From an optimization exercise on the open Yosys and OpenROAD flow, aimed at small area, a short achievable clock period and few clock cycles per item; shortcuts taken in it are not production practice. RTL that was checked went through simulation tests only; none was proved equivalent to the original. No functional check of the RTL was part of runs 4 and 5.

**design/flow/config.mk**
```make
export PLATFORM = sky130hd
export DESIGN_NAME = bitmap_free_slot_finder
export DESIGN_NICKNAME = bitmap_free_slot_finder
export VERILOG_FILES = /design/flow/design.v
export SDC_FILE = /design/flow/constraint.sdc
export NUM_CORES = 4
export LEC_CHECK = 0
export CAP_MARGIN = 20
export CORE_MARGIN = 2
export CORE_UTILIZATION = 40
export CTS_BUF_LIST = sky130_fd_sc_hd__clkbuf_8
export SLEW_MARGIN = 20
```
**design/flow/constraint.sdc**
```tcl
create_clock -name core_clock -period 11.0 [get_ports {clk}]
set_input_delay 2.2000 -clock core_clock [delete_from_list [all_inputs] [get_ports {clk}]]
set_output_delay 2.2000 -clock core_clock [all_outputs]
set_load 0.01 [all_outputs]
```
**design/flow/design.v**
```verilog
`timescale 1ns / 1ps
package bfsf_pkg;
    localparam int WORD_BITS_DEF = 32;
    localparam int NUM_WORDS_DEF = 32;
    localparam int MODE_W     = 3;
    localparam int SLOT_W     = 10;
    localparam int RUN_W      = 11;
    localparam int STATUS_W   = 2;
    localparam int CFG_W      = 6;
    localparam int LEN_W      = RUN_W + 1;
    localparam int CFG_ADDR_W = 3;
    localparam int CFG_IDX_W  = CFG_ADDR_W - 2;
    localparam int APB_DATA_W = 32;
    localparam logic [CFG_W-1:0] WIU_RESET = CFG_W'(32);
    localparam logic [CFG_IDX_W-1:0] REG_WORDS_IN_USE = '0;
    localparam logic [MODE_W-1:0] MODE_SET   = 3'd0;
    localparam logic [MODE_W-1:0] MODE_CLEAR = 3'd1;
    localparam logic [MODE_W-1:0] MODE_TEST  = 3'd2;
    localparam logic [MODE_W-1:0] MODE_FIRST = 3'd3;
    localparam logic [MODE_W-1:0] MODE_RUN   = 3'd4;
    localparam logic [STATUS_W-1:0] STATUS_OK    = 2'd0;
    localparam logic [STATUS_W-1:0] STATUS_NONE  = 2'd1;
    localparam logic [STATUS_W-1:0] STATUS_RANGE = 2'd2;
    typedef struct packed {
        logic capture;
        logic clear_step;
        logic loc_step;
        logic acc_exec;
        logic scan_step;
        logic out_load;
    } bfsf_cmd_t;
    typedef struct packed {
        logic clear_last;
        logic search_skip;
        logic loc_hit;
        logic loc_oor;
        logic scan_hit;
        logic scan_last;
    } bfsf_stat_t;
endpackage
`timescale 1ns / 1ps
`timescale 1ns / 1ps
`timescale 1ns / 1ps
`timescale 1ns / 1ps
import bfsf_pkg::*;
module bitmap_free_slot_finder #(
    parameter int WORD_BITS = WORD_BITS_DEF,
    parameter int NUM_WORDS = NUM_WORDS_DEF
) (
    input  logic                  clk,
    input  logic                  rst_n,
    input  logic                  psel,
    input  logic                  penable,
    input  logic                  pwrite,
    input  logic [CFG_ADDR_W-1:0] paddr,
    input  logic [APB_DATA_W-1:0] pwdata,
    output logic [APB_DATA_W-1:0] prdata,
    output logic                  pready,
    input  logic                  req_valid,
    output logic                  req_ready,
    input  logic [MODE_W-1:0]     req_mode,
    input  logic [SLOT_W-1:0]     req_slot_index,
    input  logic [RUN_W-1:0]      req_run_length,
    output logic                  rsp_valid,
    input  logic                  rsp_ready,
    output logic [STATUS_W-1:0]   rsp_status,
    output logic                  rsp_bit_value,
    output logic [SLOT_W-1:0]     rsp_found_slot
);
    localparam int K    = 2;             
    localparam int CW   = 32 * K;        
    localparam int LK   = $clog2(K);
    localparam int LC   = 5 + LK;        
    localparam int CB   = 5 - LK;        
    localparam int QW   = 13 - LC;       
    logic [CFG_W-1:0] wiu_reg;
    logic [5:0]       nw;            
    assign pready = 1'b1;
    assign prdata = paddr[2] ? '0 : APB_DATA_W'(wiu_reg);
    assign nw     = wiu_reg[5] ? 6'd32 : wiu_reg;
    always_ff @(posedge clk or negedge rst_n)
    begin
        if (!rst_n)
            wiu_reg <= WIU_RESET;
        else if (psel && penable && pwrite && !paddr[2])
            wiu_reg <= pwdata[CFG_W-1:0];
    end
    logic [31:0] map_q [32];
    logic [31:0] map_d [32];
    logic        clearing;
    logic        sk_valid;
    logic [2:0]  sk_mode;
    logic [9:0]  sk_slot;
    logic [10:0] sk_run;
    logic        ex_valid;
    logic [9:0]  ex_slot;
    logic        ex_srch;        
    logic        ex_acc;         
    logic        ex_wr;          
    logic        ex_inr;         
    logic        ex_test;
    logic        ex_set;
    logic        ex_none;        
    logic        ex_lsmall;      
    logic [10:0] ex_len;         
    logic [10-LC:0] ex_len_hm1;  
    logic [LC:0] lo_diff;        
    logic        lo_borrow;
    logic [LC:0] ex_thr;         
    logic [CB-1:0] cnt;          
    logic [CW-1:0] cur;          
    logic [10:0] need_rem;       
    logic [9:0]  run_start;      
    logic signed [QW-1:0] qh;    
    logic        pend_valid;
    logic [1:0]  pend_status;
    logic        pend_bit;
    logic [9:0]  pend_found;
    logic        fire;
    logic        adv;
    assign req_ready = !sk_valid;
    logic [CB-1:0] rd_addr;
    logic [CW-1:0] rd;
    logic [31:0]   rd_row;
    logic [CW-1:0] rd_mask;      
    logic [CW-1:0] c0_mask;
    logic [CW-1:0] c0_next;
    assign rd_addr = ex_srch ? (cnt + CB'(1)) : ex_slot[9:LC];
    always_comb
    begin
        for (int j = 0; j < K; j++)
        begin
            rd[32*j +: 32]      = map_q[K * rd_addr + j];
            rd_mask[32*j +: 32] = ((6'(K * rd_addr + j)) < nw) ? 32'd0 : '1;
            c0_mask[32*j +: 32] = ((6'(j)) < nw) ? 32'd0 : '1;
            c0_next[32*j +: 32] = map_d[j];
        end
    end
    if (K == 1)
    begin : g_row1
        assign rd_row = rd;
    end
    else
    begin : g_rowk
        assign rd_row = rd[32 * ex_slot[LC-1:5] +: 32];
    end
    logic [CW-1:0] f;
    logic          allfree;
    logic [LC-1:0] lo_occ;       
    logic [LC-1:0] hi_occ;       
    logic [LC:0]   pre;          
    logic [LC-1:0] suf;          
    logic [CW-1:0] g [LC];       
    logic [CW:0]   h [LC+1];     
    logic          hit_a, hit_b, hit, prune, s_done;
    logic [LC-1:0] pos_b;
    logic [CW-1:0] lo_any [LC+1];
    logic [CW-1:0] hi_any [LC+1];
    logic [CW-1:0] b_any  [LC+1];
    logic [LC-1:0] lo_idx [LC+1][CW];
    logic [LC-1:0] hi_idx [LC+1][CW];
    logic [LC-1:0] b_idx  [LC+1][CW];
    logic [9:0]    found_s;
    always_comb
    begin
        f       = ~cur;
        allfree = (cur == '0);
        lo_any[0] = cur;
        hi_any[0] = cur;
        for (int i = 0; i < CW; i++)
        begin
            lo_idx[0][i] = '0;
            hi_idx[0][i] = '0;
        end
        for (int l = 0; l < LC; l++)
        begin
            lo_any[l+1] = '0;
            hi_any[l+1] = '0;
            for (int i = 0; i < CW; i++)
            begin
                lo_idx[l+1][i] = '0;
                hi_idx[l+1][i] = '0;
            end
            for (int i = 0; i < (CW >> (l + 1)); i++)
            begin
                lo_any[l+1][i] = lo_any[l][2*i] | lo_any[l][2*i+1];
                hi_any[l+1][i] = hi_any[l][2*i] | hi_any[l][2*i+1];
                lo_idx[l+1][i] = lo_any[l][2*i] ? lo_idx[l][2*i] : (lo_idx[l][2*i+1] | LC'(1 << l));
                hi_idx[l+1][i] = hi_any[l][2*i+1] ? (hi_idx[l][2*i+1] | LC'(1 << l)) : hi_idx[l][2*i];
            end
        end
        lo_occ = lo_idx[LC][0];
        hi_occ = hi_idx[LC][0];
        pre = allfree ? (LC+1)'(CW) : {1'b0, lo_occ};
        suf = LC'(CW - 1) - hi_occ;
        lo_diff   = {1'b0, ex_len[LC-1:0]} - {1'b0, suf};
        lo_borrow = lo_diff[LC];
        g[0] = f;
        for (int n = 1; n < LC; n++)
            for (int s = 0; s < CW; s++)
                g[n][s] = (s + (1 << (n-1)) < CW) ? (g[n-1][s] & g[n-1][s + (1 << (n-1))]) : 1'b0;
        h[0] = '1;
        for (int n = 0; n < LC; n++)
            for (int s = 0; s <= CW; s++)
                h[n+1][s] = !ex_len[n] ? h[n][s]
                          : ((s + (1 << n) <= CW) ? (g[n][s] & h[n][s + (1 << n)]) : 1'b0);
        b_any[0] = h[LC][CW-1:0];
        for (int i = 0; i < CW; i++)
            b_idx[0][i] = '0;
        for (int l = 0; l < LC; l++)
        begin
            b_any[l+1] = '0;
            for (int i = 0; i < CW; i++)
                b_idx[l+1][i] = '0;
            for (int i = 0; i < (CW >> (l + 1)); i++)
            begin
                b_any[l+1][i] = b_any[l][2*i] | b_any[l][2*i+1];
                b_idx[l+1][i] = b_any[l][2*i] ? b_idx[l][2*i] : (b_idx[l][2*i+1] | LC'(1 << l));
            end
        end
        hit_b = b_any[LC][0] && ex_lsmall;
        pos_b = b_idx[LC][0];
        hit_a  = (need_rem <= 11'(pre));
        hit    = !ex_none && (hit_a || hit_b);
        prune  = !allfree && ((qh > 0) || ((qh == 0) && ((LC+1)'(hi_occ) >= ex_thr)));
        s_done = ex_none || hit || prune;
        found_s = hit_a ? run_start : {cnt, pos_b};
    end
    logic [1:0] res_status;
    logic       res_bit;
    logic [9:0] res_found;
    always_comb
    begin
        res_status = STATUS_OK;
        res_bit    = 1'b0;
        res_found  = '0;
        if (ex_srch)
        begin
            if (hit)
                res_found = found_s;
            else
                res_status = STATUS_NONE;
        end
        else if (ex_acc)
        begin
            if (!ex_inr)
                res_status = STATUS_RANGE;
            else if (ex_test)
                res_bit = rd_row[ex_slot[4:0]];
        end
    end
    assign fire = ex_valid && (!ex_srch || s_done) && !pend_valid;
    assign adv  = ex_valid && ex_srch && !s_done;
    logic out_free;
    assign out_free = !rsp_valid || rsp_ready;
    always_ff @(posedge clk or negedge rst_n)
    begin
        if (!rst_n)
        begin
            rsp_valid  <= 1'b0;
            pend_valid <= 1'b0;
        end
        else
        begin
            rsp_valid  <= pend_valid || fire || !out_free;
            pend_valid <= out_free ? 1'b0 : (pend_valid || fire);
        end
    end
    always_ff @(posedge clk)
    begin
        if (out_free)
        begin
            rsp_status     <= pend_valid ? pend_status : res_status;
            rsp_bit_value  <= pend_valid ? pend_bit    : res_bit;
            rsp_found_slot <= pend_valid ? pend_found  : res_found;
        end
        if (!pend_valid)
        begin
            pend_status <= res_status;
            pend_bit    <= res_bit;
            pend_found  <= res_found;
        end
    end
    logic        wr_fire;
    logic [31:0] wdata;
    assign wr_fire = ex_valid && ex_wr && !pend_valid;
    always_comb
    begin
        for (int c = 0; c < 32; c++)
            wdata[c] = clearing ? 1'b0 : ((5'(c) == ex_slot[4:0]) ? ex_set : rd_row[c]);
        for (int r = 0; r < 32; r++)
            map_d[r] = (clearing || (wr_fire && (ex_slot[9:5] == 5'(r)))) ? wdata : map_q[r];
    end
    always_ff @(posedge clk)
    begin
        for (int r = 0; r < 32; r++)
            map_q[r] <= map_d[r];
    end
    always_ff @(posedge clk or negedge rst_n)
    begin
        if (!rst_n)
            clearing <= 1'b1;
        else
            clearing <= 1'b0;
    end
    logic [CB-1:0]    cnt_inc;      
    logic [QW-1:0]    qh_inc;       
    logic [10-LC:0]   nr_dec;       
    logic cy_c, cy_q, bw_n;
    always_comb
    begin
        cy_c = 1'b1;
        for (int i = 0; i < CB; i++)
        begin
            cnt_inc[i] = cnt[i] ^ cy_c;
            cy_c       = cy_c & cnt[i];
        end
        cy_q = 1'b1;
        for (int i = 0; i < QW; i++)
        begin
            qh_inc[i] = qh[i] ^ cy_q;
            cy_q      = cy_q & qh[i];
        end
        bw_n = 1'b1;
        for (int i = 0; i <= 10 - LC; i++)
        begin
            nr_dec[i] = need_rem[LC+i] ^ bw_n;
            bw_n      = bw_n & !need_rem[LC+i];
        end
    end
    logic        acc;
    logic        ex_free;
    logic        load_ex;
    logic [2:0]  src_mode;
    logic [9:0]  src_slot;
    logic [10:0] src_run;
    logic [10:0] src_len;
    logic        src_srch;
    logic        src_inr;
    logic [12:0] src_q;          
    assign acc     = req_valid && !sk_valid;
    assign ex_free = !ex_valid || fire;
    assign load_ex = ex_free && (sk_valid || acc);
    assign src_mode = sk_valid ? sk_mode : req_mode;
    assign src_slot = sk_valid ? sk_slot : req_slot_index;
    assign src_run  = sk_valid ? sk_run  : req_run_length;
    assign src_srch = (src_mode == MODE_FIRST) || (src_mode == MODE_RUN);
    assign src_len  = (src_mode == MODE_FIRST) ? 11'd1 : src_run;
    assign src_inr  = (src_slot[9:5] < 5'(nw)) || nw[5];
    assign src_q    = 13'(src_len) - 13'({nw, 5'd0}) + 13'(CW);
    always_ff @(posedge clk or negedge rst_n)
    begin
        if (!rst_n)
        begin
            sk_valid <= 1'b0;
            ex_valid <= 1'b0;
        end
        else
        begin
            sk_valid <= sk_valid ? !ex_free : (acc && !ex_free);
            ex_valid <= load_ex || (ex_valid && !fire);
        end
    end
    always_ff @(posedge clk)
    begin
        if (!sk_valid)
        begin
            sk_mode <= req_mode;
            sk_slot <= req_slot_index;
            sk_run  <= req_run_length;
        end
        if (load_ex)
        begin
            ex_slot   <= src_slot;
            ex_srch   <= src_srch;
            ex_acc    <= (src_mode == MODE_SET) || (src_mode == MODE_CLEAR) || (src_mode == MODE_TEST);
            ex_inr    <= src_inr;
            ex_wr     <= ((src_mode == MODE_SET) || (src_mode == MODE_CLEAR)) && src_inr;
            ex_test   <= (src_mode == MODE_TEST);
            ex_set    <= (src_mode == MODE_SET);
            ex_len    <= src_len;
            ex_len_hm1 <= src_len[10:LC] - (11 - LC)'(1);
            ex_lsmall <= (src_len < 11'(CW));
            ex_none   <= (src_len == '0) || (12'(src_len) > 12'({nw, 5'd0}));
            ex_thr    <= (LC+1)'(CW) - (LC+1)'(src_q[LC-1:0]);
            cnt       <= '0;
            need_rem  <= src_len;
            run_start <= '0;
            qh        <= src_q[12:LC];
        end
        else if (!pend_valid)
        begin
            cnt <= cnt_inc;
            qh  <= qh_inc;
            if (allfree)
            begin
                need_rem <= {nr_dec, need_rem[LC-1:0]};
            end
            else
            begin
                need_rem  <= {(lo_borrow ? ex_len_hm1 : ex_len[10:LC]), lo_diff[LC-1:0]};
                run_start <= (suf == '0) ? {cnt_inc, LC'(0)} : {cnt, LC'(0) - suf};
            end
        end
        if (!pend_valid)
            cur <= adv ? (rd | rd_mask) : (c0_next | c0_mask);
    end
endmodule
```
**design/flow/flow/run.sh**
```bash
#!/bin/bash
cp standard.sh standard_sh.log
bash standard.sh SETUP_SLACK_MARGIN=6 finish > standard.log 2>&1
```
**design/flow/standard.sh**
```bash
#!/bin/bash
# synth_recipe.tcl (not shown) runs the flow's synth.tcl, then flattens the netlist and writes it again
# the make line also repeats each setting of config.mk as NAME=value (left out here)
make -C /OpenROAD-flow-scripts/flow DESIGN_CONFIG=/design/flow/config.mk WORK_HOME=/design/flow/orfs CLKGATE_MAP_FILE= SYNTH_SCRIPT=/design/flow/synth_recipe.tcl "${@:-finish}"
```
==> summary.txt, run 1 <==
- The worst pin sits at a relative slew slack of 0.150.
- The signed area change from the synthesized netlist to the final layout is 18.5%.
- The average instance area after synthesis is 12.4 µm².
- The pin count of the biggest net entering global routing is between 70 and 80.
- The worst endpoint required time is around 12 ns.
- The initial antenna violation count is 17.
- The detailed placer's ending HPWL is 139 mm.
- The largest register by flop count is map_q.
- In this run the standard cell core region covers between 100000 and 150000 µm².
- The global routing usage summed across all routing layers is 0.325.
- The data arrival time of the critical path is approximately 5.7 ns.
- The post-route antenna net violation count is 0.
- The worst setup margin is just under 6 ns.
- The sum of routed wire length over all layers is 245 mm.
- The number of inserted filler cells in the final layout is approximately 13000.
- The total number of clock tree sinks is 1221.
- Before CTS, the worst setup slack after placement is ~3.7 ns.
- The share of the clock period used by the worst path after layout is 0.467.
- The proportion of synthesized chip area in sequential cells is 0.622.
- Derived from the worst setup path, the maximum achievable clock frequency is 195 MHz.
- In this run, post-CTS hold repair placed 0 buffers.
- The die is around 380 µm wide.
- Counting flops with an async set or reset pin after synthesis yields a share of 0.00901.
- Setup repair after global routing could not meet its margin everywhere.
- After the last flow step, the layout net total stands at 5007.
- The number of synthesized flops with an enable pin is 1095.
- For the pin with the worst max-slew slack, the measured transition is ~1.3 ns.
- The startpoint kind of the worst setup timing path is a flop.
- The number of max-cap violations is 0.
- In this run the worst path has a maximum fanout of 19.
- On the final layout, the worst clock skew is about 0.095 ns.
- In the routed design, unresolved DRC markers number 0.
- The area of the mapped netlist is about 57000 µm².
- The critical path is of the flop to flop type.
- The die is ~380 µm tall.
- The final setup TNS is 0 ns.
- Across all layers, the routed design uses about 47000 vias.
- The total of flip-flops plus latches after synthesis is ~1200.
- Summing all placed instances gives a cell area of around 60000 µm².
- The first global-routing pass estimated between 300 and 400 mm of wire.
- The final routed wire length divided by cell count is 35.2 µm.
- The number of vias per cell is around 6.8.
- The count of yosys warnings during synthesis is 11.
- The register clock-pin slew on the reported worst setup and hold paths is about 0.060 ns.
- The count of H-tree levels built during CTS is 4.
- The number of different library cells used by synthesis comes to around 110.
- In this run the worst hold path is classified as flop to flop.
- The detailed router finished its first iteration with 7441 violations.
- The first-pass detailed-route iteration total is 6.
- The total of buffers placed on input and output ports is 58.
- The final max-slew violation count is 0.
- The cell count after synthesis is between 4000 and 5000.
- Setup violations remaining at the end of the flow were counted as 0.
- The CTS buffer count is around 190.
- The floorplan die area is about 150000 µm².
- The total overflow left after global routing is 0.
- The total I/O pin count is 114.
- For this configuration, the core starts out at a cell density of 0.403.
- The final critical-path required period is about 5.1 ns.
- The number of global-route vias before repair is around 44000.
- Routability-driven placement finished with a final weighted congestion of roughly 0.97.
- CTS placed an instance of sky130_fd_sc_hd__clkbuf_8 at the clock tree root.
- In the final layout, the registers with the most flip-flops are map_q x1024, cur x64.
- The number of flip-flops in the largest register is 1024.
- The maximum buffer depth of the clock tree is 3.
- The run finished with no timing, DRC or antenna violations.
- The number of cell rows is approximately 140.
- The TritonCTS clock tree is done.
- Of the cells placed in the final design, the portion with a size suffix greater than 1 is 0.202.
- The worst setup path is captured at a flop.
- Summing all non-filler instances in the final layout gives an area of a little under 70000 µm².
- The hold violation count in the final report is 0.
- The later pin in the worst-skew pair is clocked with a latency of 0.95 ns.
- The dominant synthesized flop cell is sky130_fd_sc_hd__edfxtp_1.
==> path summary, 6_finish.rpt <==
kind                                           start                   endpoint  slack, ns  cells past startpoint
max                                cur[60]$_DFFE_PN_          cur[39]$_DFFE_PN_       5.87                     15
min                        run_start[4]$_SDFFE_PP0P_  run_start[4]$_SDFFE_PP0P_       0.45                      2
max reg2reg                        cur[60]$_DFFE_PN_          cur[39]$_DFFE_PN_       5.87                     15
min reg2reg                run_start[4]$_SDFFE_PP0P_  run_start[4]$_SDFFE_PP0P_       0.45                      2
max in group asynchronous                      rst_n     wiu_reg[2]$_DFFE_PN0P_       8.90                      1
min in group asynchronous                      rst_n         ex_valid$_DFF_PN0_       1.70                      1
==> critical path: stages, from the launching register on <==
cell	delay [ns]
sky130_fd_sc_hd__edfxtp_1	0.45
sky130_fd_sc_hd__buf_4	0.18
sky130_fd_sc_hd__nor4_4	0.34
sky130_fd_sc_hd__buf_4	0.20
sky130_fd_sc_hd__nand2_1	0.25
sky130_fd_sc_hd__o31ai_1	1.12
sky130_fd_sc_hd__o21a_1	0.27
sky130_fd_sc_hd__o21bai_1	0.17
sky130_fd_sc_hd__or4b_1	0.22
sky130_fd_sc_hd__a211oi_4	0.09
sky130_fd_sc_hd__buf_12	0.18
sky130_fd_sc_hd__a31oi_4	0.41
sky130_fd_sc_hd__o31ai_4	0.14
sky130_fd_sc_hd__buf_12	0.18
sky130_fd_sc_hd__buf_12	0.17
sky130_fd_sc_hd__o2bb2a_1	0.42
==> cells in the mapped netlist, drive strengths merged (14+ instances only) <==
| master | count | area [µm²] |
|---|---|---|
| o211ai | 88 | 661 |
| nor3 | 73 | 397 |
| a2bb2oi | 19 | 166 |
| or2 | 14 | 87.6 |
| and4 | 16 | 143 |
| mux2 | 61 | 687 |
| o21a | 15 | 113 |
| inv | 92 | 348 |
| a22oi | 212 | 1590 |
| o221ai | 14 | 123 |
| xor2 | 14 | 123 |
| o21bai | 17 | 128 |
| a21oi | 256 | 1280 |
| a32oi | 16 | 140 |
| o21ai | 243 | 1220 |
| a22o | 51 | 447 |
| nand2 | 350 | 1310 |
| nor2b | 31 | 194 |
| dfxtp | 115 | 2300 |
| o31ai | 24 | 185 |
| a222oi | 47 | 470 |
| a21boi | 16 | 124 |
| clkbuf | 194 | 728 |
| a221o | 19 | 190 |
| a2111oi | 17 | 174 |
| a21o | 31 | 233 |
| a221oi | 49 | 435 |
| nand3 | 171 | 856 |
| a211oi | 94 | 731 |
| o2bb2a | 14 | 140 |
| edfxtp | 1095 | 32900 |
| nand4 | 63 | 394 |
| o2111ai | 38 | 345 |
| and3 | 46 | 288 |
| o32a | 39 | 390 |
| mux2i | 79 | 791 |
| a31oi | 54 | 353 |
| o22ai | 36 | 225 |
| buf | 181 | 1060 |
| ha | 50 | 626 |
| nand2b | 17 | 109 |
| nor2 | 223 | 837 |
| nor4 | 87 | 878 |
| and2 | 39 | 244 |
==> area by class of cell <==
| cell class | instances | area [µm²] | share of cell area |
|---|---|---|---|
| clock buffer | 214 | 2950 | 0.0436 |
| sequential | 1221 | 35500 | 0.525 |
| timing repair buffer | 423 | 3950 | 0.0585 |
| clock inverter | 148 | 843 | 0.0125 |
| inverter | 95 | 410 | 0.00608 |
| multi-input combinational | 2949 | 21500 | 0.319 |
| timing repair inverter | 5 | 37.5 | 0.000556 |
| tap | 1890 | 2360 | 0.0350 |
| antenna | 3 | 7.51 | 0.000111 |
==> placed cells by master (no fill, tap or decap), drive strengths merged, types with 31 or more instances in the layout <==
| cell type | instances |
|---|---|
| edfxtp | 1095 |
| buf | 359 |
| nand2 | 350 |
| a21oi | 256 |
| o21ai | 243 |
| nor2 | 223 |
| clkbuf | 217 |
| a22oi | 212 |
| inv | 181 |
| nand3 | 171 |
| dfxtp | 115 |
| a211oi | 100 |
| o211ai | 88 |
| nor4 | 87 |
| mux2i | 79 |
| nor3 | 73 |
| nand4 | 63 |
| mux2 | 61 |
| a31oi | 55 |
| clkdlybuf4s50 | 51 |
| a22o | 51 |
| clkinv | 51 |
| ha | 50 |
| a221oi | 49 |
| a222oi | 47 |
| and3 | 46 |
| and2 | 39 |
| o32a | 39 |
| o2111ai | 38 |
| o22ai | 36 |
| a21o | 31 |
| nor2b | 31 |
==> through the flow <==
step	std cells	hold slack, ns	utilization
3_3_place_gp	6349	0.440	0.424
3_5_place_dp	6350	0.444	0.424
2_1_floorplan	4632	0.417	-
6_report	6948	0.454	0.477
4_1_cts	6905	0.453	0.470
5_1_grt	6946	0.482	0.477
==> cells by family after synthesis <==
kind of cell,share of synthesized area
flops,0.622
xor+xnor,0.00384
compound gates,0.188
buf+inv,0.0378
mux,0.0271
fa+ha+maj,0.0117
simple gates,0.109
other cells,0.000132
==> metal layers <==
layer	share of wire	GRT usage
met5	0.00058	0
met2	0.43	0.491
met4	0.074	0.195
met3	0.13	0.0884
met1	0.36	0.418
==> timing repair <==
item / 4_1_cts / 5_1_grt
endpoints found under the setup margin: 1212 / 613
cloned: 16 / 8
buffers inserted: 177 / 32
pin swaps: 61 / 46
resized for setup: 230 / 141
Testbench counts, summed over its fixed seeds: cycles 12,884, items 9,600.
==> run 2, diff against run 1 <==
--- a/design/flow/design.v
+++ b/design/flow/design.v
@@ -113,6 +113,7 @@
     logic [9:0]  run_start;      
     logic signed [QW-1:0] qh;    
     logic        pend_valid;
+    logic [10:0] run_max;        
     logic [1:0]  pend_status;
     logic        pend_bit;
     logic [9:0]  pend_found;
@@ -153,6 +154,7 @@
     logic [CW-1:0] g [LC];       
     logic [CW:0]   h [LC+1];     
     logic          hit_a, hit_b, hit, prune, s_done;
+    logic          no_run;       
     logic [LC-1:0] pos_b;
     logic [CW-1:0] lo_any [LC+1];
     logic [CW-1:0] hi_any [LC+1];
@@ -221,9 +223,10 @@
         hit_b = b_any[LC][0] && ex_lsmall;
         pos_b = b_idx[LC][0];
         hit_a  = (need_rem <= 11'(pre));
-        hit    = !ex_none && (hit_a || hit_b);
+        no_run = ex_none || (ex_len > run_max);
+        hit    = !no_run && (hit_a || hit_b);
         prune  = !allfree && ((qh > 0) || ((qh == 0) && ((LC+1)'(hi_occ) >= ex_thr)));
-        s_done = ex_none || hit || prune;
+        s_done = no_run || hit || prune;
         found_s = hit_a ? run_start : {cnt, pos_b};
     end
     logic [1:0] res_status;
@@ -303,6 +306,17 @@
         else
             clearing <= 1'b0;
     end
+    always_ff @(posedge clk or negedge rst_n)
+    begin
+        if (!rst_n)
+            run_max <= '1;
+        else if (psel && penable && pwrite && !paddr[2])
+            run_max <= '1;
+        else if (fire && ex_srch && !no_run && !hit)
+            run_max <= ex_len - 11'd1;
+        else if (wr_fire && !ex_set && rd_row[ex_slot[4:0]])
+            run_max <= run_max[10] ? '1 : {run_max[9:0], 1'b1};
+    end
     logic [CB-1:0]    cnt_inc;      
     logic [QW-1:0]    qh_inc;       
     logic [10-LC:0]   nr_dec;       
==> design/flow/flow/run.sh (replaced) <==
#!/bin/bash
cp standard.sh standard_sh.log
bash standard.sh SETUP_SLACK_MARGIN=6.5 finish > standard.log 2>&1
==> summary.txt, run 2 <==
- The number of nets in the final layout came to 5698 (+14%).
- The setup clock skew after layout is 0.101 ns (+0.00589 ns).
- The clock insertion delay at the later pin of the skew report is 0.98 ns (+0.03 ns).
- The highest net fanout along the worst path came to 8 (-11).
- The top cell types in the final layout, fill and taps aside, are sky130_fd_sc_hd__edfxtp_1, sky130_fd_sc_hd__nand2_1, sky130_fd_sc_hd__buf_4.
- The relative max-transition margin came to 0.236 (+0.0859).
- The final cell count without fillers was 7689 (+11%).
- The final routed wire length divided by cell count is 36.7 µm (+4.3%).
- The final global-route overflow total was 0 (unchanged).
- The proportion of netlist area held by the largest area contributor is 0.554 (-0.0225).
- The hold violation count in the final report was 0 (unchanged).
- The path class of the tightest hold or removal check is flop to flop.
- The data arrival time of the critical path is 5.82 ns (+0.12 ns).
- The number of flip-flops in the largest register is 1024 (unchanged).
- The number of global-route vias before repair was 48100 (+8.9%).
- TritonCTS built the clock tree.
- The register-to-register setup slack is 5.89 ns (+0.02 ns).
- Ranked by total cell area, the synthesized netlist is headed by sky130_fd_sc_hd__edfxtp_1, sky130_fd_sc_hd__dfxtp_1, sky130_fd_sc_hd__nand2_1.
- The total of flip-flops plus latches after synthesis is 1232 (+0.90%).
- The final setup TNS was 0 ns (unchanged).
- The total number of clock tree sinks is 1232 (+0.90%).
- The hold path endpoint is pend_found[9]$_DFF_P_.
- By count the netlist is led by sky130_fd_sc_hd__edfxtp_1, sky130_fd_sc_hd__nand2_1, sky130_fd_sc_hd__a21oi_1, sky130_fd_sc_hd__nor2_1, sky130_fd_sc_hd__o21ai_0.
- The effective utilization at floorplan is 0.402 (-0.000439).
- The leading cell type by number of instances after synthesis is sky130_fd_sc_hd__edfxtp_1.
- The proportion of synthesized chip area in sequential cells came to 0.603 (-0.0194).
- The initial antenna violation count is 12 (-5).
- Compared with the post-synthesis result, the final layout area differs by 26.6%.
- The violation count after the first detailed-route iteration is 8535 (+15%).
- The last weighted congestion value of the routability-driven placer came to 0.995 (+2.7%).
- The core utilization of the finished layout was 0.509 (+0.0320).
- The CTS buffer count came to 199 (+2.6%).
- In this run the most critical hold path is launched from pend_found[9]$_DFF_P_.
- The largest area contributor in the synthesized netlist is sky130_fd_sc_hd__edfxtp_1.
- STA classifies the critical path startpoint as a flop.
- The family of cells with the greatest summed delay on the critical path is simple AND/OR/NAND/NOR gates.
- The core area is 147000 µm² (+4.2%).
- The post-route antenna net violation count is 0 (unchanged).
- The flow ran to the end and the layout has no timing, DRC or antenna violations.
- The total placed cells including tap cells was 6858 (+8.0%).
- The number of setup violations in the final report is 0 (unchanged).
- The average instance area after synthesis is 11.7 µm² (-5.5%).
- Setup repair after global routing could not meet its margin everywhere.
- The buffer type at the clock tree root is sky130_fd_sc_hd__clkbuf_8.
- The first-pass GRT wire length is 380 mm (+13%).
- The highest achievable clock rate is 196 MHz (+0.43%).
- The worst setup path is captured at a flop.
- The share of synthesized registers carrying an async set or reset was 0.0179 (+0.00885).
- The cell count after synthesis is 5069 (+10%).
- The final max-slew violation count is 0 (unchanged).
- The count of yosys warnings during synthesis is 11 (unchanged).
- In this run the critical register-to-register path is launched from cur[21]$_DFFE_PN_.
- The via count was 53000 (+13%).
- The number of cell rows was 141 (+2.2%).
- The maximum buffer depth of the clock tree is 3 (unchanged).
- The first-pass detailed-route iteration total is 9 (+3).
- The number of cells traversed by the worst register-to-register path was 26 (+11).
- In the final layout, the registers with the most flip-flops are map_q x1024, cur x64.
- The largest register by flop count is map_q.
- The final critical-path required period is 5.11 ns (-0.0219 ns).
- The longest individual stage delay on the worst path is 0.61 ns (-0.51 ns).
- The pin count of the biggest net entering global routing is 77 (+8.5%).
- The worst endpoint required time came to 11.71 ns (+0.15 ns).
- The number of inserted filler cells in the final layout is 12700 (+0.66%).
- The worst setup path is of the flop to flop kind.
- The worst register-to-register path ends at cur[1]$_DFFE_PN_.
- The floorplan die area is 151000 µm² (+4.0%).
- The slew at the pin with the worst max-slew slack came to 1.15 ns (-0.119 ns).
- The number of vias per cell came to 6.89 (+1.9%).
- The vertical die dimension is 389 µm (+2.0%).
- The instance area after placement is 62600 µm² (+4.4%).
- The dominant synthesized flop cell is sky130_fd_sc_hd__edfxtp_1.
- The cell count of the worst hold path is 2 (unchanged).
- The DRC violations left is 0 (unchanged).
- The number of different library cells in the post-synthesis netlist is 111 (+3.7%).
- The register clock-pin slew on the reported worst setup and hold paths was 0.06 ns (about the same).
- The number of buffer and inverter instances along the worst setup path came to 6 (+1).
- The area of the mapped netlist is 59300 µm² (+4.1%).
- The library cell used most frequently in the layout, excluding fill and tap cells, is sky130_fd_sc_hd__edfxtp_1.
- The slowest cell on the critical path is sky130_fd_sc_hd__edfxtp_1.
- The number of synthesized flops with an enable pin is 1095 (unchanged).
- The detailed placer's ending HPWL is 157 mm (+13%).
- The share of post-route cells with drive strength above 1 was 0.261 (+0.0590).
- The finished layout cell area is 75100 µm² (+11%).
- The sum of routed wire length over all layers was 283 mm (+15%).
- The die width is 389 µm (+2.0%).
- The share of the clock period used by the worst path after layout is 0.465 (-0.00199).
- The count of H-tree levels built during CTS was 4 (unchanged).
- The final hold slack came to 0.450 ns (-0.00379 ns).
- The global routing usage summed across all routing layers came to 0.356 (+0.0305).
- The total of buffers placed on input and output ports is 58 (unchanged).
- The number of max-cap violations came to 0 (unchanged).
- The total I/O pin count was 114 (unchanged).
## run 2: per-layer routing
| layer | wire length (µm) | GRT usage | part of all wire |
|---|---|---|---|
| met5 | 248 | 0.00670 | 0.00088 |
| met3 | 37700 | 0.0960 | 0.13 |
| met2 | 122000 | 0.534 | 0.43 |
| met1 | 98700 | 0.448 | 0.35 |
| met4 | 23900 | 0.244 | 0.085 |
## run 2: timing repair
item	CTS	global route
hold endpoints to repair	0	0
cloned	48	16
endpoints found under the setup margin	1192	497
setup buffers	261	111
hold buffers	0	0
pin swaps	126	103
gates resized for setup	616	226
## run 2: worst reg2reg max path, delay by kind of cell, from the launching register on
family	cells	cell delay (ns)
simple gates	11	1.67
compound gates	8	1.41
fa+ha+maj	1	0.33
flops	1	0.61
buf+inv	6	0.92
## run 2: cell type report
class | count | area, µm² | share of cell area
Inverter | 117 | 504 | 0.00672
Sequential cell | 1232 | 35800 | 0.476
Antenna cell | 15 | 37.5 | 0.000500
Timing Repair inverter | 11 | 75.1 | 0.00100
Clock inverter | 166 | 1070 | 0.0143
Multi-Input combinational cell | 3348 | 25000 | 0.333
Timing Repair Buffer | 658 | 7300 | 0.0973
Tap cell | 1930 | 2410 | 0.0322
Clock buffer | 212 | 2920 | 0.0389
## run 2: worst max-delay path by stage
stage,endpoint,startpoint,cells after the start,slack [ns]
global route,cur[1]$_DFFE_PN_,cur[38]$_DFFE_PN_,27,5.72
CTS,cur[36]$_DFFE_PN_,cur[35]$_DFFE_PN_,23,5.87
global placement,need_rem[1]$_DFFE_PP_,cur[30]$_DFFE_PN_,22,3.95
detailed placement,need_rem[2]$_DFFE_PP_,cur[29]$_DFFE_PN_,22,4.01
floorplan,map_q[13][0]$_DFFE_PP_,pend_valid$_DFF_PN0_,5,6.20
finish,cur[1]$_DFFE_PN_,cur[21]$_DFFE_PN_,26,5.89
## run 2: through the flow
stage	setup WS [ns]
2_1_floorplan	6.20
3_3_place_gp	3.95
3_5_place_dp	4.01
4_1_cts	5.87
5_1_grt	5.72
6_report	5.89
## run 2: cell families (layout without fill, tap and decap cells)
family,after synthesis,count (layout),share of synthesized area
and+or+nand+nor,1451,1458,0.119
xor gates and xnor gates,35,35,0.00517
AOI/OAI and AO/OA,1613,1614,0.192
muxes,147,148,0.0266
adders and majority gates,65,65,0.0140
DFF,1232,1232,0.603
other,2,43,0.000127
buffers and inverters,524,1164,0.0404
Testbench counts of run 2, summed over its fixed seeds: cycles 12,411, items 9,600.
==> run 3, diff against run 2 <==
--- a/design/flow/design.v
+++ b/design/flow/design.v
@@ -155,6 +155,8 @@
     logic [CW:0]   h [LC+1];     
     logic          hit_a, hit_b, hit, prune, s_done;
     logic          no_run;       
+    logic [CW-1:0] pmask;        
+    logic [CW-1:0] tmask;        
     logic [LC-1:0] pos_b;
     logic [CW-1:0] lo_any [LC+1];
     logic [CW-1:0] hi_any [LC+1];
@@ -222,10 +224,15 @@
         end
         hit_b = b_any[LC][0] && ex_lsmall;
         pos_b = b_idx[LC][0];
-        hit_a  = (need_rem <= 11'(pre));
+        for (int i = 0; i < CW; i++)
+        begin
+            pmask[i] = (11'(i) < need_rem);
+            tmask[i] = ((LC+1)'(i) >= ex_thr);
+        end
+        hit_a  = (need_rem <= 11'(CW)) && ((cur & pmask) == '0);
         no_run = ex_none || (ex_len > run_max);
         hit    = !no_run && (hit_a || hit_b);
-        prune  = !allfree && ((qh > 0) || ((qh == 0) && ((LC+1)'(hi_occ) >= ex_thr)));
+        prune  = !allfree && ((qh > 0) || ((qh == 0) && ((cur & tmask) != '0)));
         s_done = no_run || hit || prune;
         found_s = hit_a ? run_start : {cnt, pos_b};
     end
==> summary.txt, run 3 <==
- The clock insertion delay at the later pin of the skew report is 1.01 ns (+0.03 ns).
- The global routing usage summed across all routing layers was 0.377 (+0.0208).
- The commonest cells after synthesis are sky130_fd_sc_hd__edfxtp_1, sky130_fd_sc_hd__nand2_1, sky130_fd_sc_hd__a21oi_1, sky130_fd_sc_hd__o21ai_0, sky130_fd_sc_hd__nor2_1.
- The number of nets in the final layout is 6056 (+6.3%).
- The total number of clock tree sinks is 1232 (unchanged).
- The data arrival time of the critical path is 5.48 ns (-0.34 ns).
- The cell count after synthesis was 5328 (+5.1%).
- The hold violation count in the final report is 0 (unchanged).
- The area of the mapped netlist was 61100 µm² (+3.0%).
- The effective utilization at floorplan is 0.402 (about the same).
- The average instance area after synthesis is 11.5 µm² (-2.0%).
- sky130_fd_sc_hd__edfxtp_1 is the most common cell in the netlist.
- The via count was 57400 (+8.3%).
- The count of yosys warnings during synthesis is 11 (unchanged).
- The last weighted congestion value of the routability-driven placer is 0.987 (-0.82%).
- The number of flip-flops in the largest register is 1024 (unchanged).
- The startpoint kind of the worst setup timing path is a flop.
- The setup clock skew after layout is 0.121 ns (+0.0202 ns).
- The share of post-route cells with drive strength above 1 is 0.283 (+0.0224).
- The final critical-path required period came to 4.84 ns (-0.269 ns).
- The longest individual stage delay on the worst path is 0.37 ns (-0.24 ns).
- The worst endpoint required time is 11.64 ns (-0.07 ns).
- The kind of end point of the critical path is a flop.
- The total I/O pin count came to 114 (unchanged).
- The first-pass GRT wire length was 415 mm (+9.3%).
- The critical path goes through buf_6 > buf_12 > buf_16 > a21oi_1 > o21ai_0 > o21ai_2 > a311oi_2 > o21ai_2 > nor4_4 > nand4_1 > nor4_4 > buf_4 > a31oi_4 > buf_12 > nor3b_4 > buf_12 > buf_16 > buf_6 > buf_12 > buf_16 > nand3_2 > o31a_1.
- The most common cell after layout, fill and taps aside is sky130_fd_sc_hd__edfxtp_1.
- The largest register by flop count is map_q.
- The number of vias per cell came to 7.05 (+2.3%).
- The total of hold buffers inserted after clock tree synthesis is 0 (unchanged).
- The highest achievable clock rate is 206 MHz (+5.6%).
- The share of synthesized registers carrying an async set or reset is 0.0179 (unchanged).
- The initial antenna violation count is 17 (+5).
- The CTS buffer count is 201 (+1.0%).
- The detailed placer's ending HPWL is 166 mm (+5.9%).
- The top cell types in the final layout, fill and taps aside, are sky130_fd_sc_hd__edfxtp_1, sky130_fd_sc_hd__buf_4, sky130_fd_sc_hd__nand2_1.
- The path type of the worst setup path is flop to flop.
- The number of max-cap violations is 0 (unchanged).
- The die width is 395 µm (+1.5%).
- The family of cells with the greatest summed delay on the critical path is buffers and inverters.
- The final max-slew violation count is 0 (unchanged).
- From synthesis to final layout, the design area changed by 30.4%.
- The largest area contributor in the synthesized netlist is sky130_fd_sc_hd__edfxtp_1.
- The register clock-pin slew on the reported worst setup and hold paths was 0.06 ns (about the same).
- Among all flip-flop cells after synthesis, the most frequent one is sky130_fd_sc_hd__edfxtp_1.
- The final routed wire length divided by cell count is 38.4 µm (+4.5%).
- The total of flip-flops plus latches after synthesis was 1232 (unchanged).
- Setup repair after global routing could not meet its margin everywhere.
- The worst hold path belongs to the class flop to flop.
- By instance count, the cell type seen most on the critical path is sky130_fd_sc_hd__buf_12.
- The number of different library cells in the post-synthesis netlist is 112 (+0.90%).
- The buffer type at the clock tree root is sky130_fd_sc_hd__clkbuf_8.
- The core area is 152000 µm² (+2.9%).
- The share of the clock period used by the worst path after layout was 0.440 (-0.0245).
- The routed metal-1 wire length is 105 mm (+6.9%).
- The total of buffers placed on input and output ports is 58 (unchanged).
- The total length of routed met2 wires is 130 mm (+6.4%).
- The final setup TNS is 0 ns (unchanged).
- The multi-input gate area in the final layout is 27000 µm² (+8.1%).
- The number of buffer and inverter instances along the worst setup path is 10 (+4).
- The number of setup violations in the final report is 0 (unchanged).
- The count of H-tree levels built during CTS is 4 (unchanged).
- The vertical die dimension is 395 µm (+1.5%).
- The number of cell rows is 143 (+1.4%).
- The total area of sequential cells came to 35800 µm² (about the same).
- The highest net fanout along the worst path is 15 (+7).
- The post-route antenna net violation count is 0 (unchanged).
- The largest registers in the layout are map_q x1024, cur x64.
- The DRC violations left is 0 (unchanged).
- The slew at the pin with the worst max-slew slack is 1.25 ns (+0.0995 ns).
- The number of global-route vias before repair was 52100 (+8.4%).
- The proportion of synthesized chip area in sequential cells is 0.585 (-0.0173).
- The number of synthesized flops with an enable pin is 1095 (unchanged).
- The pin count of the biggest net entering global routing came to 71 (-7.8%).
- The final global-route overflow total is 0 (unchanged).
- Yosys attributes the largest share of cell area to sky130_fd_sc_hd__edfxtp_1, sky130_fd_sc_hd__dfxtp_1, sky130_fd_sc_hd__a21oi_1.
- The top layer used by detailed routing is met5.
- The first-pass detailed-route iteration total is 9 (unchanged).
- The final hold slack was 0.449 ns (-0.00132 ns).
- The slowest stage of the critical path is the sky130_fd_sc_hd__edfxtp_1 cell.
- The run finished with no timing, DRC or antenna violations.
- The relative max-transition margin is 0.167 (-0.0687).
- The floorplan die area is 156000 µm² (+2.9%).
- TritonCTS built the clock tree.
- The violation count after the first detailed-route iteration came to 9952 (+17%).
- The proportion of netlist area held by the largest area contributor came to 0.538 (-0.0159).
- The maximum buffer depth of the clock tree is 3 (unchanged).
- The number of inserted filler cells in the final layout is 13100 (+3.1%).
- The routed length on met3 is 47.0 mm (+25%).
- The sum of routed wire length over all layers is 313 mm (+11%).
-- run 3: changes by cell type in the layout (fill, tap and decap cells not counted), sizes merged, moves of 24 or more --
cell / delta
a21o: +26
a21oi: +68
a22o: +30
and3: +24
buf: +155
nand2: -104
nand3: -32
nor3: +38
o211ai: +60
o21ai: +86
-- run 3: repair_timing --
action	CTS	global route
endpoints found under the setup margin	1212	542
cloned	66	26
hold endpoints to repair	0	0
pin swaps	153	118
gates resized for setup	744	290
setup buffers	342	150
-- run 3: worst register-to-register path, cell delays in order, from the launching register on --
cell                       delay (ns)
sky130_fd_sc_hd__edfxtp_1        0.37
sky130_fd_sc_hd__buf_6           0.14
sky130_fd_sc_hd__buf_12          0.15
sky130_fd_sc_hd__buf_16          0.17
sky130_fd_sc_hd__a21oi_1         0.15
sky130_fd_sc_hd__o21ai_0         0.29
sky130_fd_sc_hd__o21ai_2         0.15
sky130_fd_sc_hd__a311oi_2        0.37
sky130_fd_sc_hd__o21ai_2         0.17
sky130_fd_sc_hd__nor4_4          0.34
sky130_fd_sc_hd__nand4_1         0.27
sky130_fd_sc_hd__nor4_4          0.32
sky130_fd_sc_hd__buf_4           0.18
sky130_fd_sc_hd__a31oi_4         0.09
sky130_fd_sc_hd__buf_12          0.17
sky130_fd_sc_hd__nor3b_4         0.23
sky130_fd_sc_hd__buf_12          0.16
sky130_fd_sc_hd__buf_16          0.13
sky130_fd_sc_hd__buf_6           0.11
sky130_fd_sc_hd__buf_12          0.11
sky130_fd_sc_hd__buf_16          0.13
sky130_fd_sc_hd__nand3_2         0.06
sky130_fd_sc_hd__o31a_1          0.22
-- run 3: layout make-up --
class	count	share of cell area
Antenna cell	8	0.000251
Clock inverter	160	0.0128
Timing Repair inverter	7	0.000676
Timing Repair Buffer	830	0.123
Multi-Input combinational cell	3564	0.339
Sequential cell	1232	0.449
Tap cell	2030	0.0319
Inverter	101	0.00583
Clock buffer	214	0.0370
-- run 3: kinds of logic after synthesis --
| group | share of synthesized area |
|---|---|
| AO/OA/AOI/OAI | 0.212 |
| multiplexers | 0.0226 |
| XOR/XNOR | 0.00459 |
| buffers and inverters | 0.0427 |
| other | 0.000123 |
| AND/OR/NAND/NOR | 0.121 |
| adder cells (fa/ha/maj) | 0.0111 |
| flip-flops | 0.585 |
-- run 3: per-stage QoR --
stage          instances  utilization  worst slack, ns  cell area [µm²]
3_3_place_gp        7176        0.424             4.17            64300
6_report            8146        0.525             6.16            79600
5_1_grt             8141        0.525             6.12            79600
3_5_place_dp        7179        0.424             4.23            64400
2_1_floorplan       5354            -             5.53            61300
4_1_cts             7961        0.504             6.22            76400
-- run 3: final timing paths --
kind | startpoint | end | slack, ns | cells after the start
max | ex_thr[0]$_DFFE_PP_ | cur[60]$_DFFE_PN_ | 6.16 | 22
min | pend_status[0]$_DFF_P_ | pend_status[0]$_DFF_P_ | 0.45 | 2
max reg2reg | ex_thr[0]$_DFFE_PP_ | cur[60]$_DFFE_PN_ | 6.16 | 22
min reg2reg | pend_status[0]$_DFF_P_ | pend_status[0]$_DFF_P_ | 0.45 | 2
max in group asynchronous | rst_n | wiu_reg[5]$_DFFE_PN1P_ | 9.00 | 2
min in group asynchronous | rst_n | sk_valid$_DFF_PN0_ | 1.67 | 2
-- run 3: routing by layer --
layer,vias up,GRT usage
met3,1556,0.120
met4,22,0.272
met2,5412,0.548
met5,-,0
met1,27900,0.471
li1,22500,-
Testbench counts of run 3, summed over its fixed seeds: cycles 12,411, items 9,600.
==> run 4, diff against run 3 <==
--- a/design/flow/design.v
+++ b/design/flow/design.v
@@ -113,7 +113,6 @@
     logic [9:0]  run_start;      
     logic signed [QW-1:0] qh;    
     logic        pend_valid;
-    logic [10:0] run_max;        
     logic [1:0]  pend_status;
     logic        pend_bit;
     logic [9:0]  pend_found;
@@ -154,9 +153,6 @@
     logic [CW-1:0] g [LC];       
     logic [CW:0]   h [LC+1];     
     logic          hit_a, hit_b, hit, prune, s_done;
-    logic          no_run;       
-    logic [CW-1:0] pmask;        
-    logic [CW-1:0] tmask;        
     logic [LC-1:0] pos_b;
     logic [CW-1:0] lo_any [LC+1];
     logic [CW-1:0] hi_any [LC+1];
@@ -224,16 +220,10 @@
         end
         hit_b = b_any[LC][0] && ex_lsmall;
         pos_b = b_idx[LC][0];
-        for (int i = 0; i < CW; i++)
-        begin
-            pmask[i] = (11'(i) < need_rem);
-            tmask[i] = ((LC+1)'(i) >= ex_thr);
-        end
-        hit_a  = (need_rem <= 11'(CW)) && ((cur & pmask) == '0);
-        no_run = ex_none || (ex_len > run_max);
-        hit    = !no_run && (hit_a || hit_b);
-        prune  = !allfree && ((qh > 0) || ((qh == 0) && ((cur & tmask) != '0)));
-        s_done = no_run || hit || prune;
+        hit_a  = (need_rem <= 11'(pre));
+        hit    = !ex_none && (hit_a || hit_b);
+        prune  = !allfree && ((qh > 0) || ((qh == 0) && ((LC+1)'(hi_occ) >= ex_thr)));
+        s_done = ex_none || hit || prune;
         found_s = hit_a ? run_start : {cnt, pos_b};
     end
     logic [1:0] res_status;
@@ -313,42 +303,6 @@
         else
             clearing <= 1'b0;
     end
-    always_ff @(posedge clk or negedge rst_n)
-    begin
-        if (!rst_n)
-            run_max <= '1;
-        else if (psel && penable && pwrite && !paddr[2])
-            run_max <= '1;
-        else if (fire && ex_srch && !no_run && !hit)
-            run_max <= ex_len - 11'd1;
-        else if (wr_fire && !ex_set && rd_row[ex_slot[4:0]])
-            run_max <= run_max[10] ? '1 : {run_max[9:0], 1'b1};
-    end
-    logic [CB-1:0]    cnt_inc;      
-    logic [QW-1:0]    qh_inc;       
-    logic [10-LC:0]   nr_dec;       
-    logic cy_c, cy_q, bw_n;
-    always_comb
-    begin
-        cy_c = 1'b1;
-        for (int i = 0; i < CB; i++)
-        begin
-            cnt_inc[i] = cnt[i] ^ cy_c;
-            cy_c       = cy_c & cnt[i];
-        end
-        cy_q = 1'b1;
-        for (int i = 0; i < QW; i++)
-        begin
-            qh_inc[i] = qh[i] ^ cy_q;
-            cy_q      = cy_q & qh[i];
-        end
-        bw_n = 1'b1;
-        for (int i = 0; i <= 10 - LC; i++)
-        begin
-            nr_dec[i] = need_rem[LC+i] ^ bw_n;
-            bw_n      = bw_n & !need_rem[LC+i];
-        end
-    end
     logic        acc;
     logic        ex_free;
     logic        load_ex;
@@ -409,21 +363,20 @@
             run_start <= '0;
             qh        <= src_q[12:LC];
         end
-        else if (!pend_valid)
+        else if (adv)
         begin
-            cnt <= cnt_inc;
-            qh  <= qh_inc;
+            cnt <= cnt + CB'(1);
+            qh  <= qh + QW'(1);
             if (allfree)
             begin
-                need_rem <= {nr_dec, need_rem[LC-1:0]};
+                need_rem <= need_rem - 11'(CW);
             end
             else
             begin
                 need_rem  <= {(lo_borrow ? ex_len_hm1 : ex_len[10:LC]), lo_diff[LC-1:0]};
-                run_start <= (suf == '0) ? {cnt_inc, LC'(0)} : {cnt, LC'(0) - suf};
+                run_start <= (suf == '0) ? {cnt + CB'(1), LC'(0)} : {cnt, LC'(0) - suf};
             end
         end
-        if (!pend_valid)
-            cur <= adv ? (rd | rd_mask) : (c0_next | c0_mask);
+        cur <= adv ? (rd | rd_mask) : ((ex_valid && !fire) ? cur : (c0_next | c0_mask));
     end
 endmodule
==> design/flow/run.sh (new file) <==
#!/bin/bash
# synth_recipe.tcl (not shown) runs the flow's synth.tcl, then flattens the netlist and writes it again
# the make line also repeats each setting of config.mk as NAME=value (left out here)
make -C /OpenROAD-flow-scripts/flow DESIGN_CONFIG=/design/flow/config.mk WORK_HOME=/design/flow/orfs CLKGATE_MAP_FILE= SYNTH_SCRIPT=/design/flow/synth_recipe.tcl finish
--- a/design/flow/config.mk
+++ b/design/flow/config.mk
@@ -9,4 +9,5 @@
 export CORE_MARGIN = 2
 export CORE_UTILIZATION = 40
 export CTS_BUF_LIST = sky130_fd_sc_hd__clkbuf_8
+export SETUP_SLACK_MARGIN = 5
 export SLEW_MARGIN = 20
removed: design/flow/flow/run.sh
removed: design/flow/standard.sh
==> summary.txt, run 4 <==
- sky130_fd_sc_hd__edfxtp_1 is the most common cell in the netlist.
- The die width is 385 µm (-2.5%).
- The total of hold buffers inserted after clock tree synthesis is 0 (unchanged).
- The area of the mapped netlist came to 58000 µm² (-5.0%).
- The sum of routed wire length over all layers is 240 mm (-23%).
- The average instance area after synthesis is 12.1 µm² (+5.5%).
- The proportion of netlist area held by the largest area contributor is 0.567 (+0.0282).
- The number of cell rows is 139 (-2.8%).
- The destination of the worst register-to-register timing path is cur[0]$_DFFE_PP_.
- The class of the most critical hold timing path is flop to flop.
- The number of max-cap violations is 0 (unchanged).
- The instance area after placement was 61300 µm² (-4.8%).
- The initial antenna violation count is 24 (+7).
- The via count is 47100 (-18%).
- The hold violation count in the final report is 0 (unchanged).
- The last weighted congestion value of the routability-driven placer is 1.01 (+1.9%).
- The dominant synthesized flop cell is sky130_fd_sc_hd__edfxtp_1.
- The share of post-route cells with drive strength above 1 is 0.169 (-0.114).
- The most critical setup path has its endpoint at cur[0]$_DFFE_PP_.
- In the layout the commonest cells are sky130_fd_sc_hd__edfxtp_1, sky130_fd_sc_hd__nand2_1, sky130_fd_sc_hd__buf_4.
- The maximum buffer depth of the clock tree is 3 (unchanged).
- The count of H-tree levels built during CTS is 4 (unchanged).
- The core area is 144000 µm² (-5.2%).
- The final cell count without fillers is 7082 (-13%).
- The slew at the pin with the worst max-slew slack is 1.11 ns (-0.136 ns).
- The total placed cells including tap cells is 6573 (-8.4%).
- The share of synthesized registers carrying an async set or reset is 0.00901 (-0.00885).
- The flow ran to the end and the layout has no timing, DRC or antenna violations.
- The largest registers in the layout are map_q x1024, cur x64.
- The register-to-register setup slack came to 4.91 ns (-1.25 ns).
- The final max-slew violation count came to 0 (unchanged).
- The total area of sequential cells came to 35500 µm² (-0.83%).
- The number of synthesized flops with an enable pin is 1095 (unchanged).
- The floorplan die area is 148000 µm² (-4.9%).
- The number of setup violations in the final report is 0 (unchanged).
- The worst endpoint required time is 11.59 ns (-0.05 ns).
- The vertical die dimension is 385 µm (-2.5%).
- The largest area contributor in the synthesized netlist is sky130_fd_sc_hd__edfxtp_1.
- By count the netlist is led by sky130_fd_sc_hd__edfxtp_1, sky130_fd_sc_hd__nand2_1, sky130_fd_sc_hd__a21oi_1, sky130_fd_sc_hd__o21ai_0, sky130_fd_sc_hd__nor2_1.
- The data arrival time of the critical path is 6.68 ns (+1.20 ns).
- The highest achievable clock rate is 164 MHz (-21%).
- The number of inserted filler cells in the final layout is 13000 (-0.95%).
- The startpoint kind of the worst setup timing path is a flop.
- The proportion of synthesized chip area in sequential cells is 0.611 (+0.0257).
- The total number of clock tree sinks is 1221 (-0.89%).
- The number of global-route vias before repair was 43600 (-16%).
- The cell count after synthesis is 4801 (-9.9%).
- The launching instance or port of the critical path is ex_len[3]$_DFFE_PP_.
- The share of the clock period used by the worst path after layout was 0.554 (+0.114).
- The largest register by flop count is map_q.
- The global routing usage summed across all routing layers is 0.316 (-0.0605).
- The final routed wire length divided by cell count came to 33.9 µm (-12%).
- The buffer type at the clock tree root is sky130_fd_sc_hd__clkbuf_8.
- The core utilization of the finished layout was 0.465 (-0.0599).
- The number of flip-flops in the largest register is 1024 (unchanged).
- The total of buffers placed on input and output ports was 58 (unchanged).
- The post-route antenna net violation count is 0 (unchanged).
- The multi-input gate area in the final layout is 21700 µm² (-20%).
- The finished layout cell area is 66900 µm² (-16%).
- The number of cells traversed by the worst register-to-register path came to 15 (-32%).
- The worst setup path is of the flop to flop kind.
- The signal on the critical path passes through buf_12 > inv_1 > buf_4 > nor3_1 > a2bb2oi_1 > o21ai_0 > a41oi_2 > nand4_1 > nor4_4 > buf_4 > a21oi_4 > buf_12 > buf_4 > or3_4 > o22a_1.
- The number of different library cells in the post-synthesis netlist was 120 (+7.1%).
- Yosys attributes the largest share of cell area to sky130_fd_sc_hd__edfxtp_1, sky130_fd_sc_hd__dfxtp_1, sky130_fd_sc_hd__nand2_1.
- On the critical path, the stage with the largest delay is an instance of sky130_fd_sc_hd__inv_1.
- The first-pass GRT wire length was 332 mm (-20%).
- The DRC violations left is 0 (unchanged).
- The signed area change from the synthesized netlist to the final layout is 15.2%.
- The number of nets in the final layout is 5118 (-15%).
- The highest net fanout along the worst path came to 95 (+80).
- The count of yosys warnings during synthesis is 11 (unchanged).
- The violation count after the first detailed-route iteration is 6217 (-38%).
- The setup clock skew after layout came to 0.101 ns (-0.0201 ns).
- STA classifies the critical path endpoint as a flop.
- The pin count of the biggest net entering global routing is 102 (+44%).
- The final critical-path required period came to 6.09 ns (+1.25 ns).
- The number of vias per cell came to 6.65 (-5.6%).
- The CTS buffer count is 194 (-3.5%).
- In this design, the critical path's most frequently occurring cell is sky130_fd_sc_hd__buf_4.
- The most common cell after layout, fill and taps aside is sky130_fd_sc_hd__edfxtp_1.
- The first-pass detailed-route iteration total is 7 (-2).
- The total of flip-flops plus latches after synthesis is 1221 (-0.89%).
- The TritonCTS clock tree is done.
- The register clock-pin slew on the reported worst setup and hold paths came to 0.07 ns (about the same).
- The effective utilization at floorplan is 0.403 (+0.000958).
- The final global-route overflow total came to 0 (unchanged).
- The startpoint of the worst-slack reg-to-reg timing path is ex_len[3]$_DFFE_PP_.
- The relative max-transition margin is 0.254 (+0.0870).
- The total I/O pin count was 114 (unchanged).
- Setup repair after global routing could not meet its margin everywhere.
- The final setup TNS is 0 ns (unchanged).
- The detailed placer's ending HPWL is 145 mm (-13%).
- The longest individual stage delay on the worst path is 0.64 ns (+0.27 ns).
- The clock insertion delay at the later pin of the skew report is 0.97 ns (-0.04 ns).
run 4: cell type report:
type	count	share of cell area
Multi-Input combinational cell	3124	0.324
Clock inverter	148	0.0147
Timing Repair inverter	1	0.0000748
Inverter	104	0.00608
Timing Repair Buffer	363	0.0461
Antenna cell	10	0.000374
Clock buffer	208	0.0428
Tap cell	1903	0.0356
Sequential cell	1221	0.530
run 4: critical path, delay by kind of cell (launching register included):
family	cells	cell delay, ns
AOI/OAI and AO/OA	5	1.96
buffers and inverters	6	1.86
and+or+nand+nor	4	1.35
DFF	1	0.43
run 4: how the worst min path moves through the flow:
| stage | start | to | slack (ns) | depth (start not counted) |
|---|---|---|---|---|
| CTS | pend_found[9]$_DFF_P_ | pend_found[9]$_DFF_P_ | 0.47 | 2 |
| finish | pend_status[1]$_DFF_P_ | pend_status[1]$_DFF_P_ | 0.47 | 2 |
| global placement | pend_status[1]$_DFF_P_ | pend_status[1]$_DFF_P_ | 0.43 | 2 |
| detailed placement | pend_status[1]$_DFF_P_ | pend_status[1]$_DFF_P_ | 0.46 | 2 |
| floorplan | pend_status[0]$_DFF_P_ | pend_status[0]$_DFF_P_ | 0.42 | 2 |
| global route | sk_run[6]$_DFF_P_ | sk_run[6]$_DFF_P_ | 0.50 | 1 |
run 4: repair_timing:
action / 4_1_cts / 5_1_grt
setup endpoints to repair: 595 / 500
buffers inserted: 96 / 39
pin swaps: 22 / 27
resized for setup: 79 / 39
cloned: 5 / 2
run 4: routing by layer:
| metal | track usage | routed length [µm] | vias up |
|---|---|---|---|
| li1 | - | - | 19500 |
| met1 | 0.408 | 89500 | 23500 |
| met2 | 0.490 | 107000 | 3404 |
| met3 | 0.0763 | 27600 | 783 |
| met4 | 0.174 | 15200 | 28 |
| met5 | 0 | 186 | - |
run 4: kinds of logic after synthesis:
group                    synth area share
flip-flops                          0.611
multiplexers                       0.0351
adder cells (fa/ha/maj)           0.00970
AO/OA/AOI/OAI                       0.190
other                            0.000129
AND/OR/NAND/NOR                     0.110
XOR/XNOR                          0.00524
buffers and inverters              0.0390
run 4: stage by stage:
step,worst slack [ns],hold WS [ns]
finish,4.91,0.468
global route,4.89,0.495
CTS,4.95,0.473
detailed placement,3.24,0.458
global placement,3.32,0.434
floorplan,5.12,0.423
==> run 5, diff against run 4 <==
==> design/flow/flow/run.sh (new file) <==
#!/bin/bash
cp standard.sh standard_sh.log
bash standard.sh SETUP_SLACK_MARGIN=6 finish > standard.log 2>&1
==> design/flow/standard.sh (new file) <==
#!/bin/bash
# synth_recipe.tcl (not shown) runs the flow's synth.tcl, then flattens the netlist and writes it again
# the make line also repeats each setting of config.mk as NAME=value (left out here)
make -C /OpenROAD-flow-scripts/flow DESIGN_CONFIG=/design/flow/config.mk WORK_HOME=/design/flow/orfs CLKGATE_MAP_FILE= SYNTH_SCRIPT=/design/flow/synth_recipe.tcl "${@:-finish}"
--- a/design/flow/config.mk
+++ b/design/flow/config.mk
@@ -9,5 +9,4 @@
 export CORE_MARGIN = 2
 export CORE_UTILIZATION = 40
 export CTS_BUF_LIST = sky130_fd_sc_hd__clkbuf_8
-export SETUP_SLACK_MARGIN = 5
 export SLEW_MARGIN = 20
removed: design/flow/run.sh
==> summary.txt, run 5 <==
- The flow ran to the end and the layout has no timing, DRC or antenna violations.
- Yosys attributes the largest share of cell area to sky130_fd_sc_hd__edfxtp_1, sky130_fd_sc_hd__dfxtp_1, sky130_fd_sc_hd__nand2_1.
- Among all flip-flop cells after synthesis, the most frequent one is sky130_fd_sc_hd__edfxtp_1.
- The final routed wire length divided by cell count came to 34.4 µm (+1.6%).
- The first-pass GRT wire length is 339 mm (+2.2%).
- The hold violation count in the final report is 0 (unchanged).
- In the layout the commonest cells are sky130_fd_sc_hd__edfxtp_1, sky130_fd_sc_hd__nand2_1, sky130_fd_sc_hd__buf_4.
- The worst slack at placement is 3.38 ns (+0.148 ns).
- The class of the most critical hold timing path is flop to flop.
- The initial antenna violation count is 13 (-46%).
- The kind of end point of the critical path is a flop.
- The total number of clock tree sinks was 1221 (unchanged).
- The share of post-route cells with drive strength above 1 is 0.216 (+0.0470).
- The number of inserted filler cells in the final layout is 12700 (-2.1%).
- The number of nets in the final layout was 5250 (+2.6%).
- The highest net fanout along the worst path came to 6 (-94%).
- The longest individual stage delay on the worst path is 0.56 ns (-0.08 ns).
- In the final layout, the registers with the most flip-flops are map_q x1024, cur x64.
- The worst endpoint required time is 11.69 ns (+0.10 ns).
- The cell count of the worst hold path is 2 (unchanged).
- The total of flip-flops plus latches after synthesis was 1221 (unchanged).
- The floorplan die area is 148000 µm² (unchanged).
- The number of synthesized flops with an enable pin came to 1095 (unchanged).
- The cell depth of the worst setup path came to 26 (+11).
- The cell count after synthesis came to 4801 (unchanged).
- The clock insertion delay at the later pin of the skew report is 0.96 ns (about the same).
- The effective utilization at floorplan came to 0.403 (unchanged).
- The number of cell rows came to 139 (unchanged).
[run 5: worst paths after layout]
kind                       slack [ns]                  start                     end
max in group asynchronous        8.76                  rst_n  wiu_reg[2]$_DFFE_PN0P_
min                              0.46  pend_found[4]$_DFF_P_   pend_found[4]$_DFF_P_
max reg2reg                      5.08      cur[37]$_DFFE_PP_         qh[6]$_DFFE_PP_
max                              5.08      cur[37]$_DFFE_PP_         qh[6]$_DFFE_PP_
min in group asynchronous        1.71                  rst_n      ex_valid$_DFF_PN0_
min reg2reg                      0.46  pend_found[4]$_DFF_P_   pend_found[4]$_DFF_P_
[run 5: area by class of cell]
| cell class | count | area, µm² | share of cell area |
|---|---|---|---|
| antenna | 3 | 7.51 | 0.000107 |
| clock inverter | 160 | 948 | 0.0135 |
| sequential | 1221 | 35500 | 0.506 |
| inverter | 104 | 470 | 0.00671 |
| multi-input combinational | 3129 | 23000 | 0.328 |
| timing repair buffer | 479 | 4930 | 0.0703 |
| timing repair inverter | 9 | 65.1 | 0.000928 |
| clock buffer | 207 | 2850 | 0.0406 |
| tap | 1903 | 2380 | 0.0340 |
[run 5: routing by layer]
layer / GRT usage / up-vias / part of all wire
li1: - / 19700 / -
met1: 0.422 / 23900 / 0.37
met2: 0.497 / 3329 / 0.45
met3: 0.0710 / 761 / 0.11
met4: 0.183 / 14 / 0.066
met5: 0 / - / 0.00036
[run 5: worst reg2reg max path: stages (launching register included)]
cell	delay [ns]
sky130_fd_sc_hd__edfxtp_1	0.49
sky130_fd_sc_hd__buf_4	0.18
sky130_fd_sc_hd__or4_4	0.56
sky130_fd_sc_hd__nor4_4	0.43
sky130_fd_sc_hd__nand2_4	0.19
sky130_fd_sc_hd__buf_6	0.16
sky130_fd_sc_hd__o311ai_4	0.05
sky130_fd_sc_hd__and3_4	0.24
sky130_fd_sc_hd__ha_4	0.19
sky130_fd_sc_hd__a21boi_2	0.14
sky130_fd_sc_hd__o21a_1	0.18
sky130_fd_sc_hd__o21a_1	0.17
sky130_fd_sc_hd__o21a_1	0.17
sky130_fd_sc_hd__o211ai_1	0.32
sky130_fd_sc_hd__a211oi_2	0.12
sky130_fd_sc_hd__or3_4	0.39
sky130_fd_sc_hd__nor4b_4	0.37
sky130_fd_sc_hd__a21oi_4	0.09
sky130_fd_sc_hd__nand2_4	0.12
sky130_fd_sc_hd__inv_6	0.04
sky130_fd_sc_hd__buf_16	0.11
sky130_fd_sc_hd__mux2_4	0.30
sky130_fd_sc_hd__ha_4	0.18
sky130_fd_sc_hd__and3_4	0.19
sky130_fd_sc_hd__nand3_2	0.07
sky130_fd_sc_hd__xor2_1	0.15
sky130_fd_sc_hd__mux2i_1	0.08
[run 5: timing repair]
action,4_1_cts,5_1_grt
endpoints found under the setup margin,1274,829
setup buffers,160,82
hold buffers,0,0
pin swaps,76,46
resized for setup,309,220
endpoints found under the hold margin,0,0
cloned,21,21
[run 5: per-stage QoR]
stage,instance area (µm²),cells
after floorplan,58200,4827
after global placement,61200,6560
after detailed placement,61200,6560
after CTS,68100,7108
after global routing,70100,7213
final,70100,7215
[run 5: kinds of logic after synthesis]
family,count (synthesis),share of synthesized area
XOR/XNOR,33,0.00524
other,2,0.000129
multiplexers,193,0.0351
adder cells (fa/ha/maj),44,0.00970
flip-flops,1221,0.611
AO/OA/AOI/OAI,1546,0.190
AND/OR/NAND/NOR,1276,0.110
buffers and inverters,486,0.0390

## separate check: timing with driven ports
Ports are ideal in the flow. The routed layouts listed here were re-timed in OpenROAD.
Step 1 sets driving cells, clkbuf_16 on the clock port and buf_2 on the other inputs (assumed; they add their load-dependent delay and slew).
Step 2, shift: input delay + t, output delay - t, t = (earliest + latest rising clock arrival at the registers) / 2. This alone moves slack from input paths to output paths.
Slacks: no drivers / after step 1 / after step 2; pairs: no drivers / after step 1.
run	shift t [ns]	setup WS [ns]	worst hold slack (ns)	cell pins on the clock port's net
run 1	0.983	5.866 / 5.866 / 5.324	0.454 / 0.454 / 0.454	1
run 2	1.016	5.888 / 5.888 / 5.492	0.450 / 0.450 / 0.450	1
run 3	1.034	6.157 / 6.139 / 5.560	0.449 / 0.449 / 0.449	1
run 4	1.000	4.909 / 4.909 / 4.909	0.468 / 0.468 / 0.468	1
run 5	0.997	5.083 / 5.083 / 5.083	0.464 / 0.464 / 0.464	1
After both steps setup and hold are still met in every run listed. The setup slack of run 3, which loses most, moves by -0.018 ns with the drivers and by -0.597 ns with both steps.
